Source: an optimization exercise on an open RTL-to-GDS flow (aim: small area and a short achievable clock period). Production flows keep margins and buffers that such runs may drop.
Where RTL was checked, it was by simulation tests only, not by an equivalence proof against the original.

==> ember: inputs <==
// ex_top
module ex_top #(
	parameter int data_width = core_pkg::gpr_width,
	parameter int pc_width = core_pkg::pc_width
) (
	input  logic                    clk,
	input  logic                    rst,
	input  ex_ctrl_pkg::alu_funct_t alu_funct,
	input  logic                    alu_src,
	input  ex_ctrl_pkg::reg_dst_t   reg_dst,
	input  logic                    fl_write_enable,
	input  logic                    mem_write_enable,
	input  logic                    is_branch,
	input  logic                    sel_jflag_branch,
	input  logic                    sel_beq_bne,
	input  logic                    sel_jt_jf,
	input  logic [1:0]              wb_res_mux,
	input  logic                    reg_write_enable,
	input  core_pkg::reg_addr_t     rs,
	input  core_pkg::reg_addr_t     rt,
	input  core_pkg::reg_addr_t     rd,
	input  logic [data_width-1:0]   data_rs,
	input  logic [data_width-1:0]   data_rt,
	input  logic [data_width-1:0]   imm,
	input  logic [pc_width-1:0]     next_pc,
	input  logic [data_width-1:0]   mem_wb_data,   
	input  core_pkg::reg_addr_t     mem_wb_dest,
	input  logic                    mem_wb_write,
	output logic                    out_mem_write_enable,
	output logic [1:0]              out_wb_res_mux,
	output logic                    out_reg_write_enable,
	output logic [data_width-1:0]   out_imm,
  ...
==> module alu, before the edit <==
module alu (
	input  logic [31:0] op1,
	input  logic [31:0] op2,
	input  logic [3:0]  fn,
	input  logic        sub,    
	output logic [31:0] result,
	output logic [4:0]  flags
);
	logic [31:0] op2x;
	logic [32:0] wide;
	logic        ovf;
	logic        lt;
	logic        is_arith;
	logic        is_and, is_or, is_xor, is_nor, is_sll, is_srl, is_slt, is_pass;
	assign op2x = op2 ^ {32{sub}};
	assign wide = {1'b0, op1} + {1'b0, op2x} + {32'b0, sub};
	assign ovf = (op1[31] == op2x[31]) && (wide[31] != op1[31]);
	assign lt = wide[31] ^ ovf;
	assign is_arith = (fn == 4'd0) || (fn == 4'd1);
	assign is_and = (fn == 4'd2);
	assign is_or = (fn == 4'd3);
	assign is_xor = (fn == 4'd4);
	assign is_nor = (fn == 4'd5);
	assign is_sll = (fn == 4'd6);
	assign is_srl = (fn == 4'd7);
	assign is_slt = (fn == 4'd8);
	assign is_pass = (fn == 4'd9);
	logic [4:0]  s;
	logic [4:0]  r;
	logic [31:0] rot;
	logic [31:0] therm;  
	logic [31:0] keep;
	assign s = op2[4:0];
	assign r = is_sll ? (5'd0 - s) : s;
	always_comb begin
		rot = op1;
		for (int k = 0; k < 5; k++) begin
			if (r[k]) rot = (rot >> (1 << k)) | (rot << (32 - (1 << k)));
		end
	end
	always_comb begin
		for (int k = 0; k < 32; k++) begin
			therm[k] = ({27'b0, s} <= k);
		end
		for (int k = 0; k < 32; k++) begin
			keep[k] = (is_sll && therm[k]) || (is_srl && therm[31 - k]);
		end
	end
	always_comb begin
		result = ({32{is_arith}} & wide[31:0])
		       | ({32{is_and}} & (op1 & op2))
		       | ({32{is_or}} & (op1 | op2))
		       | ({32{is_xor}} & (op1 ^ op2))
		       | ({32{is_nor}} & ~(op1 | op2))
		       | ({32{is_pass}} & op2)
		       | (keep & rot);
		result[0] = result[0] | (is_slt && lt);
	end
	always_comb begin
		flags[0] = (result == '0);
		flags[1] = result[31];
		flags[2] = is_arith && (wide[32] ^ sub);  
		flags[3] = is_arith && ovf;
		flags[4] = 1'b1;
	end
endmodule
==> module ex_stage, before the edit <==
module ex_stage (
	input  logic        clk,
	input  logic        rst,
	input  logic [5:0]  alu_funct,
	input  logic        alu_src,
	input  logic [1:0]  reg_dst,
	input  logic        fl_write_enable,
	input  logic        mem_write_enable,
	input  logic        is_branch,
	input  logic        sel_jflag_branch,
	input  logic        sel_beq_bne,
	input  logic        sel_jt_jf,
	input  logic [1:0]  wb_res_mux,
	input  logic        reg_write_enable,
	input  logic [3:0]  rs,
	input  logic [3:0]  rt,
	input  logic [3:0]  rd,
	input  logic [31:0] data_rs,
	input  logic [31:0] data_rt,
	input  logic [31:0] imm,
	input  logic [15:0] next_pc,
	input  logic [31:0] mem_wb_data,
	input  logic [3:0]  mem_wb_dest,
	input  logic        mem_wb_write,
	output logic        out_mem_write_enable,
	output logic [1:0]  out_wb_res_mux,
	output logic        out_reg_write_enable,
	output logic [31:0] out_imm,
	output logic [15:0] out_next_pc,
	output logic [15:0] out_branch_addr,
	output logic [31:0] out_alu_res,
	output logic [31:0] out_mem_addr,
	output logic [31:0] out_mem_data,
	output logic [3:0]  out_reg_dest,
	output logic        branch_taken
);
	logic        mwe_q;
	logic [1:0]  wbm_q;
	logic        rwe_q;
	logic [31:0] imm_q;
	logic [15:0] npc_q;
	logic [31:0] a_q;
	logic [31:0] b_q;
	logic [3:0]  dest_q;
	logic        taken_q;
	logic        src_q;   
	logic [3:0]  fn_q;    
	logic        sub_q;   
	logic        flw_q;   
	logic [31:0] op2;
	logic [31:0] res;
	logic [4:0]  alu_flags;
	logic [4:0]  flags_q;
	logic [4:0]  flags_now;  
	logic [31:0] a_val;
	logic [31:0] b_val;
	logic [3:0]  dest;
	logic [3:0]  fn;
	logic        taken;
	logic        squash;
	assign squash = taken_q;
	assign op2 = src_q ? imm_q : b_q;
	alu u_alu (
		.op1(a_q),
		.op2(op2),
		.fn(fn_q),
		.sub(sub_q),
		.result(res),
		.flags(alu_flags)
	);
	assign flags_now = flw_q ? alu_flags : flags_q;
	flag_reg u_flags (
		.clk(clk),
		.rst(rst),
		.flags_in(flags_now),
		.flags(flags_q)
	);
	branch_unit u_bru (
		.is_branch(is_branch),
		.sel_jflag_branch(sel_jflag_branch),
		.sel_beq_bne(sel_beq_bne),
		.sel_jt_jf(sel_jt_jf),
		.flag_code(rs),
		.flags(flags_now),
		.taken(taken)
	);
	forward_unit u_fwd_a (
		.src(rs),
		.ex_mem_dest(dest_q),
		.ex_mem_write(rwe_q),
		.mem_wb_dest(mem_wb_dest),
		.mem_wb_write(mem_wb_write),
		.ex_mem_data(res),
		.mem_wb_data(mem_wb_data),
		.reg_data(data_rs),
		.value(a_val)
	);
	forward_unit u_fwd_b (
		.src(rt),
		.ex_mem_dest(dest_q),
		.ex_mem_write(rwe_q),
		.mem_wb_dest(mem_wb_dest),
		.mem_wb_write(mem_wb_write),
		.ex_mem_data(res),
		.mem_wb_data(mem_wb_data),
		.reg_data(data_rt),
		.value(b_val)
	);
	always_comb begin
		case (reg_dst)
			2'd0: dest = rd;
			2'd1: dest = rt;
			2'd2: dest = 4'd15;
			default: dest = 4'd0;
		endcase
	end
	assign fn = (alu_funct[5:4] == 2'b00) ? alu_funct[3:0] : 4'd15;
	always_ff @(posedge clk or posedge rst) begin
		if (rst) begin
			mwe_q <= 1'b0;
			wbm_q <= '0;
			rwe_q <= 1'b0;
			imm_q <= '0;
			npc_q <= '0;
			a_q <= '0;
			b_q <= '0;
			dest_q <= '0;
			taken_q <= 1'b0;
			src_q <= 1'b0;
			fn_q <= '0;
			sub_q <= 1'b0;
			flw_q <= 1'b0;
		end else if (squash) begin
			mwe_q <= 1'b0;
			wbm_q <= '0;
			rwe_q <= 1'b0;
			imm_q <= '0;
			npc_q <= '0;
			a_q <= '0;
			b_q <= '0;
			dest_q <= '0;
			taken_q <= 1'b0;
			src_q <= 1'b0;
			fn_q <= '0;
			sub_q <= 1'b0;
			flw_q <= 1'b0;
		end else begin
			mwe_q <= mem_write_enable;
			wbm_q <= wb_res_mux;
			rwe_q <= reg_write_enable;
			imm_q <= imm;
			npc_q <= next_pc;
			a_q <= a_val;
			b_q <= b_val;
			dest_q <= dest;
			taken_q <= taken;
			src_q <= alu_src;
			fn_q <= fn;
			sub_q <= (alu_funct == 6'd1) || (alu_funct == 6'd8);
			flw_q <= fl_write_enable;
		end
	end
	assign out_mem_write_enable = mwe_q;
	assign out_wb_res_mux = wbm_q;
	assign out_reg_write_enable = rwe_q;
	assign out_imm = imm_q;
	assign out_next_pc = npc_q;
	assign out_branch_addr = npc_q + imm_q[15:0];
	assign out_alu_res = res;
	assign out_mem_addr = a_q;
	assign out_mem_data = b_q;
	assign out_reg_dest = dest_q;
	assign branch_taken = taken_q;
endmodule
Settings: LEC_CHECK=0, CAP_MARGIN=20, CORE_MARGIN=2, CORE_UTILIZATION=40, SETUP_SLACK_MARGIN=0.3, SLEW_MARGIN=20; clock period 7.0 ns.
standard.sh (not shown) runs the stock make flow with config.mk's settings and CLKGATE_MAP_FILE= SYNTH_SCRIPT=/design/flow/synth_recipe.tcl, a recipe that flattens the netlist after the stock synthesis.
==> flow/flow/run.sh <==
#!/bin/bash
# Standard layout, with every port buffered by the smallest buffer cell
cp standard.sh standard_sh.txt
cp config.mk config_mk.txt
export BUFFER_PORTS_ARGS="-buffer_cell sky130_fd_sc_hd__buf_1"
bash standard.sh > standard.log 2>&1
==> inputs of maple, as changes to ember <==
--- a/flow/design.v
+++ b/flow/design.v
@@ -50,51 +50,25 @@
 	logic        ovf;
 	logic        lt;
 	logic        is_arith;
-	logic        is_and, is_or, is_xor, is_nor, is_sll, is_srl, is_slt, is_pass;
 	assign op2x = op2 ^ {32{sub}};
 	assign wide = {1'b0, op1} + {1'b0, op2x} + {32'b0, sub};
 	assign ovf = (op1[31] == op2x[31]) && (wide[31] != op1[31]);
 	assign lt = wide[31] ^ ovf;
-	assign is_arith = (fn == 4'd0) || (fn == 4'd1);
-	assign is_and = (fn == 4'd2);
-	assign is_or = (fn == 4'd3);
-	assign is_xor = (fn == 4'd4);
-	assign is_nor = (fn == 4'd5);
-	assign is_sll = (fn == 4'd6);
-	assign is_srl = (fn == 4'd7);
-	assign is_slt = (fn == 4'd8);
-	assign is_pass = (fn == 4'd9);
-	logic [4:0]  s;
-	logic [4:0]  r;
-	logic [31:0] rot;
-	logic [31:0] therm;  
-	logic [31:0] keep;
-	assign s = op2[4:0];
-	assign r = is_sll ? (5'd0 - s) : s;
-	always_comb begin
-		rot = op1;
-		for (int k = 0; k < 5; k++) begin
-			if (r[k]) rot = (rot >> (1 << k)) | (rot << (32 - (1 << k)));
-		end
-	end
 	always_comb begin
-		for (int k = 0; k < 32; k++) begin
-			therm[k] = ({27'b0, s} <= k);
-		end
-		for (int k = 0; k < 32; k++) begin
-			keep[k] = (is_sll && therm[k]) || (is_srl && therm[31 - k]);
-		end
-	end
-	always_comb begin
-		result = ({32{is_arith}} & wide[31:0])
-		       | ({32{is_and}} & (op1 & op2))
-		       | ({32{is_or}} & (op1 | op2))
-		       | ({32{is_xor}} & (op1 ^ op2))
-		       | ({32{is_nor}} & ~(op1 | op2))
-		       | ({32{is_pass}} & op2)
-		       | (keep & rot);
-		result[0] = result[0] | (is_slt && lt);
+		case (fn)
+			4'd0, 4'd1: result = wide[31:0];
+			4'd2: result = op1 & op2;
+			4'd3: result = op1 | op2;
+			4'd4: result = op1 ^ op2;
+			4'd5: result = ~(op1 | op2);
+			4'd6: result = op1 << op2[4:0];
+			4'd7: result = op1 >> op2[4:0];
+			4'd8: result = {31'b0, lt};
+			4'd9: result = op2;
+			default: result = '0;
+		endcase
 	end
+	assign is_arith = (fn == 4'd0) || (fn == 4'd1);
 	always_comb begin
 		flags[0] = (result == '0);
 		flags[1] = result[31];
==> flow/run.sh (new file) <==
#!/bin/bash
# synth_recipe.tcl (not shown) runs the flow's synth.tcl, then flattens the netlist and writes it again
# the make line also repeats each setting of config.mk as NAME=value (left out here)
make -C /OpenROAD-flow-scripts/flow DESIGN_CONFIG=/design/flow/config.mk WORK_HOME=/design/flow/orfs CLKGATE_MAP_FILE= SYNTH_SCRIPT=/design/flow/synth_recipe.tcl finish
removed: flow/flow/run.sh
removed: flow/standard.sh
==> inputs of pepper, as changes to ember <==
--- a/flow/design.v
+++ b/flow/design.v
@@ -39,67 +39,58 @@
 `timescale 1ns/1ps
 module alu (
 	input  logic [31:0] op1,
-	input  logic [31:0] op2,
-	input  logic [3:0]  fn,
-	input  logic        sub,    
+	input  logic [31:0] op2x,      
+	input  logic        sub,       
+	input  logic        use_sum,   
+	input  logic        use_slt,   
+	input  logic        use_sh,    
+	input  logic        sh_left,   
+	input  logic [3:0]  lut,       
+	input  logic [4:0]  rot_amt,   
 	output logic [31:0] result,
 	output logic [4:0]  flags
 );
-	logic [31:0] op2x;
-	logic [32:0] wide;
+	logic [31:0] sum;
+	logic        cout;
 	logic        ovf;
 	logic        lt;
-	logic        is_arith;
-	logic        is_and, is_or, is_xor, is_nor, is_sll, is_srl, is_slt, is_pass;
-	assign op2x = op2 ^ {32{sub}};
-	assign wide = {1'b0, op1} + {1'b0, op2x} + {32'b0, sub};
-	assign ovf = (op1[31] == op2x[31]) && (wide[31] != op1[31]);
-	assign lt = wide[31] ^ ovf;
-	assign is_arith = (fn == 4'd0) || (fn == 4'd1);
-	assign is_and = (fn == 4'd2);
-	assign is_or = (fn == 4'd3);
-	assign is_xor = (fn == 4'd4);
-	assign is_nor = (fn == 4'd5);
-	assign is_sll = (fn == 4'd6);
-	assign is_srl = (fn == 4'd7);
-	assign is_slt = (fn == 4'd8);
-	assign is_pass = (fn == 4'd9);
-	logic [4:0]  s;
-	logic [4:0]  r;
+	logic [31:0] logic_res;
+	assign {cout, sum} = {1'b0, op1} + {1'b0, op2x} + {32'b0, sub};
+	assign ovf = (op1[31] == op2x[31]) && (sum[31] != op1[31]);
+	assign lt = sum[31] ^ ovf;
+	always_comb begin
+		for (int i = 0; i < 32; i++) begin
+			logic_res[i] = lut[{op1[i], op2x[i]}];
+		end
+	end
 	logic [31:0] rot;
-	logic [31:0] therm;  
+	logic [31:0] le;     
+	logic        rz;
 	logic [31:0] keep;
-	assign s = op2[4:0];
-	assign r = is_sll ? (5'd0 - s) : s;
 	always_comb begin
 		rot = op1;
 		for (int k = 0; k < 5; k++) begin
-			if (r[k]) rot = (rot >> (1 << k)) | (rot << (32 - (1 << k)));
+			if (rot_amt[k]) rot = (rot >> (1 << k)) | (rot << (32 - (1 << k)));
 		end
 	end
+	assign rz = (rot_amt == 5'd0);
 	always_comb begin
-		for (int k = 0; k < 32; k++) begin
-			therm[k] = ({27'b0, s} <= k);
+		for (int u = 0; u < 32; u++) begin
+			le[u] = ({27'b0, rot_amt} <= u);
 		end
-		for (int k = 0; k < 32; k++) begin
-			keep[k] = (is_sll && therm[k]) || (is_srl && therm[31 - k]);
+		for (int i = 0; i < 32; i++) begin
+			keep[i] = use_sh && (sh_left ? (!le[31 - i] || rz) : le[31 - i]);
 		end
 	end
 	always_comb begin
-		result = ({32{is_arith}} & wide[31:0])
-		       | ({32{is_and}} & (op1 & op2))
-		       | ({32{is_or}} & (op1 | op2))
-		       | ({32{is_xor}} & (op1 ^ op2))
-		       | ({32{is_nor}} & ~(op1 | op2))
-		       | ({32{is_pass}} & op2)
-		       | (keep & rot);
-		result[0] = result[0] | (is_slt && lt);
+		result = ({32{use_sum}} & sum) | logic_res | (keep & rot);
+		result[0] = result[0] | (use_slt && lt);
 	end
 	always_comb begin
 		flags[0] = (result == '0);
 		flags[1] = result[31];
-		flags[2] = is_arith && (wide[32] ^ sub);  
-		flags[3] = is_arith && ovf;
+		flags[2] = use_sum && (cout ^ sub);  
+		flags[3] = use_sum && ovf;
 		flags[4] = 1'b1;
 	end
 endmodule
@@ -205,9 +196,14 @@
 	logic [31:0] b_q;
 	logic [3:0]  dest_q;
 	logic        taken_q;
-	logic        src_q;   
-	logic [3:0]  fn_q;    
+	logic [31:0] opx_q;   
 	logic        sub_q;   
+	logic        sum_q;   
+	logic        slt_q;
+	logic        sh_q;    
+	logic        left_q;  
+	logic [3:0]  lut_q;   
+	logic [4:0]  rot_q;   
 	logic        flw_q;   
 	logic [31:0] op2;
 	logic [31:0] res;
@@ -217,16 +213,35 @@
 	logic [31:0] a_val;
 	logic [31:0] b_val;
 	logic [3:0]  dest;
-	logic [3:0]  fn;
+	logic        sub;
+	logic [3:0]  lut;
+	logic [4:0]  shamt;
 	logic        taken;
 	logic        squash;
 	assign squash = taken_q;
-	assign op2 = src_q ? imm_q : b_q;
+	assign op2 = alu_src ? imm : b_val;
+	assign shamt = op2[4:0];
+	assign sub = (alu_funct == 6'd1) || (alu_funct == 6'd8);
+	always_comb begin
+		case (alu_funct)
+			6'd2: lut = 4'b1000;  
+			6'd3: lut = 4'b1110;  
+			6'd4: lut = 4'b0110;  
+			6'd5: lut = 4'b0001;  
+			6'd9: lut = 4'b1010;  
+			default: lut = 4'b0000;
+		endcase
+	end
 	alu u_alu (
 		.op1(a_q),
-		.op2(op2),
-		.fn(fn_q),
+		.op2x(opx_q),
 		.sub(sub_q),
+		.use_sum(sum_q),
+		.use_slt(slt_q),
+		.use_sh(sh_q),
+		.sh_left(left_q),
+		.lut(lut_q),
+		.rot_amt(rot_q),
 		.result(res),
 		.flags(alu_flags)
 	);
@@ -276,7 +291,6 @@
 			default: dest = 4'd0;
 		endcase
 	end
-	assign fn = (alu_funct[5:4] == 2'b00) ? alu_funct[3:0] : 4'd15;
 	always_ff @(posedge clk or posedge rst) begin
 		if (rst) begin
 			mwe_q <= 1'b0;
@@ -288,9 +302,14 @@
 			b_q <= '0;
 			dest_q <= '0;
 			taken_q <= 1'b0;
-			src_q <= 1'b0;
-			fn_q <= '0;
+			opx_q <= '0;
 			sub_q <= 1'b0;
+			sum_q <= 1'b0;
+			slt_q <= 1'b0;
+			sh_q <= 1'b0;
+			left_q <= 1'b0;
+			lut_q <= '0;
+			rot_q <= '0;
 			flw_q <= 1'b0;
 		end else if (squash) begin
 			mwe_q <= 1'b0;
@@ -302,9 +321,14 @@
 			b_q <= '0;
 			dest_q <= '0;
 			taken_q <= 1'b0;
-			src_q <= 1'b0;
-			fn_q <= '0;
+			opx_q <= '0;
 			sub_q <= 1'b0;
+			sum_q <= 1'b0;
+			slt_q <= 1'b0;
+			sh_q <= 1'b0;
+			left_q <= 1'b0;
+			lut_q <= '0;
+			rot_q <= '0;
 			flw_q <= 1'b0;
 		end else begin
 			mwe_q <= mem_write_enable;
@@ -316,9 +340,14 @@
 			b_q <= b_val;
 			dest_q <= dest;
 			taken_q <= taken;
-			src_q <= alu_src;
-			fn_q <= fn;
-			sub_q <= (alu_funct == 6'd1) || (alu_funct == 6'd8);
+			opx_q <= op2 ^ {32{sub}};
+			sub_q <= sub;
+			sum_q <= (alu_funct == 6'd0) || (alu_funct == 6'd1);
+			slt_q <= (alu_funct == 6'd8);
+			sh_q <= (alu_funct == 6'd6) || (alu_funct == 6'd7);
+			left_q <= (alu_funct == 6'd6);
+			lut_q <= lut;
+			rot_q <= (alu_funct == 6'd6) ? (5'd0 - shamt) : shamt;
 			flw_q <= fl_write_enable;
 		end
 	end
==> flow/flow/run.sh (replaced) <==
#!/bin/bash
# The standard layout, with every port buffered by the smallest buffer cell
# instead of the delay buffer the resizer picks by default.
export BUFFER_PORTS_ARGS="-buffer_cell sky130_fd_sc_hd__buf_1"
bash standard.sh > standard.log 2>&1
SETUP_SLACK_MARGIN = 2.5   (was 0.3)
==> flow_metrics.env <==
export IMPL_fin_util_pct=51.9
export IMPL_max_stage_delay_ps=430
export IMPL_final_area_sq_um=19500
export IMPL_outcome="no timing/DRC/antenna violations"
export IMPL_cts_repair_resized=157
export IMPL_path_cells="fa_2 -> fa_2 -> a211oi_4 -> o21ai_4 -> o21ai_1 -> buf_4 -> a211oi_1 -> or3_1 -> a311o_2 -> buf_6"
export IMPL_pwr_share_clk_pct=17.6
export IMPL_wl_per_cell_um=27.5
export IMPL_powerComb_mw=3.07
export IMPL_synth_top_cells_by_area="dfrtp_1, mux4_2, mux2i_1"
# the run above: pepper

==> flow_metrics.env <==
export IMPL_synth_top_cells_by_area="dfrtp_1, ha_1, mux2i_1"
export IMPL_multi_input_area_share_pct=60.3
export IMPL_wl_per_cell_um=25.2
export IMPL_outcome="no timing/DRC/antenna violations"
export IMPL_worstPathRequired_ps=5600
export IMPL_die_area_sq_um=36600
export IMPL_cts_repair_resized=0
export IMPL_powerComb_mw=2.70
export IMPL_power_density_nw_per_um2=288
export IMPL_cp_num_buf_inv=3
export IMPL_max_stage_delay_ps=710
export IMPL_final_area_sq_um=16500
export IMPL_fin_util_pct=47.8
export IMPL_pwr_share_clk_pct=20.6
# the run above: ember

==> flow_metrics.env <==
export IMPL_outcome="no timing/DRC/antenna violations"
export IMPL_max_stage_delay_ps=750
export IMPL_nClkBuffers=17
export IMPL_path_cells="mux2i_4 -> buf_4 -> mux4_2 -> a21oi_1 -> mux2_2 -> o21ai_0 -> a221oi_1 -> o311a_1 -> inv_1 -> clkdlybuf4s50_1"
export IMPL_wl_per_cell_um=28.8
export IMPL_cts_repair_resized=2
export IMPL_pwr_share_clk_pct=18.1
export IMPL_hp_class="reg -> reg"
export IMPL_synth_top_cells_by_area="dfrtp_1, mux2i_1, ha_1"
export IMPL_synth_top_area_share_pct=21.9
export IMPL_grtUsageMet3_pct=10.7
export IMPL_hold_slack_ps=475
export IMPL_clock_area_share_pct=2.79
export IMPL_powerComb_mw=2.89
export IMPL_final_area_sq_um=20200
export IMPL_grtUsageTotal_pct=39.5
# the run above: maple

Function not checked in ember and maple: the RTL went through the layout flow alone.

==> separate check: timing with driven ports <==
In the flow no input, the clock included, has a driving cell. The finished layouts below were timed again as built, in two steps. Step 1, drivers: a clkbuf_16 drives clk and a buf_2 each remaining input, both assumed. Step 2, shift: input delay + t, output delay - t, t = (earliest + latest rising clock arrival at the registers) / 2. This alone moves slack from input paths to output paths. Slacks: no drivers / after step 1 / after step 2; pairs: no drivers / after step 1.
run	shift t [ns]	setup slack, ns	worst setup path at the end	worst register clock-pin slew, ns
ember	0.481	0.670 / 0.620 / 1.102	register to output	0.07 / 0.07
maple	0.484	0.326 / 0.273 / 0.757	register to output	0.07 / 0.07
pepper	0.487	2.175 / 2.122 / 2.169	input to register	0.08 / 0.08
After both steps every run listed still meets setup and hold. The setup slack of pepper, which loses most, moves by -0.053 ns with the drivers and by -0.006 ns with both steps.
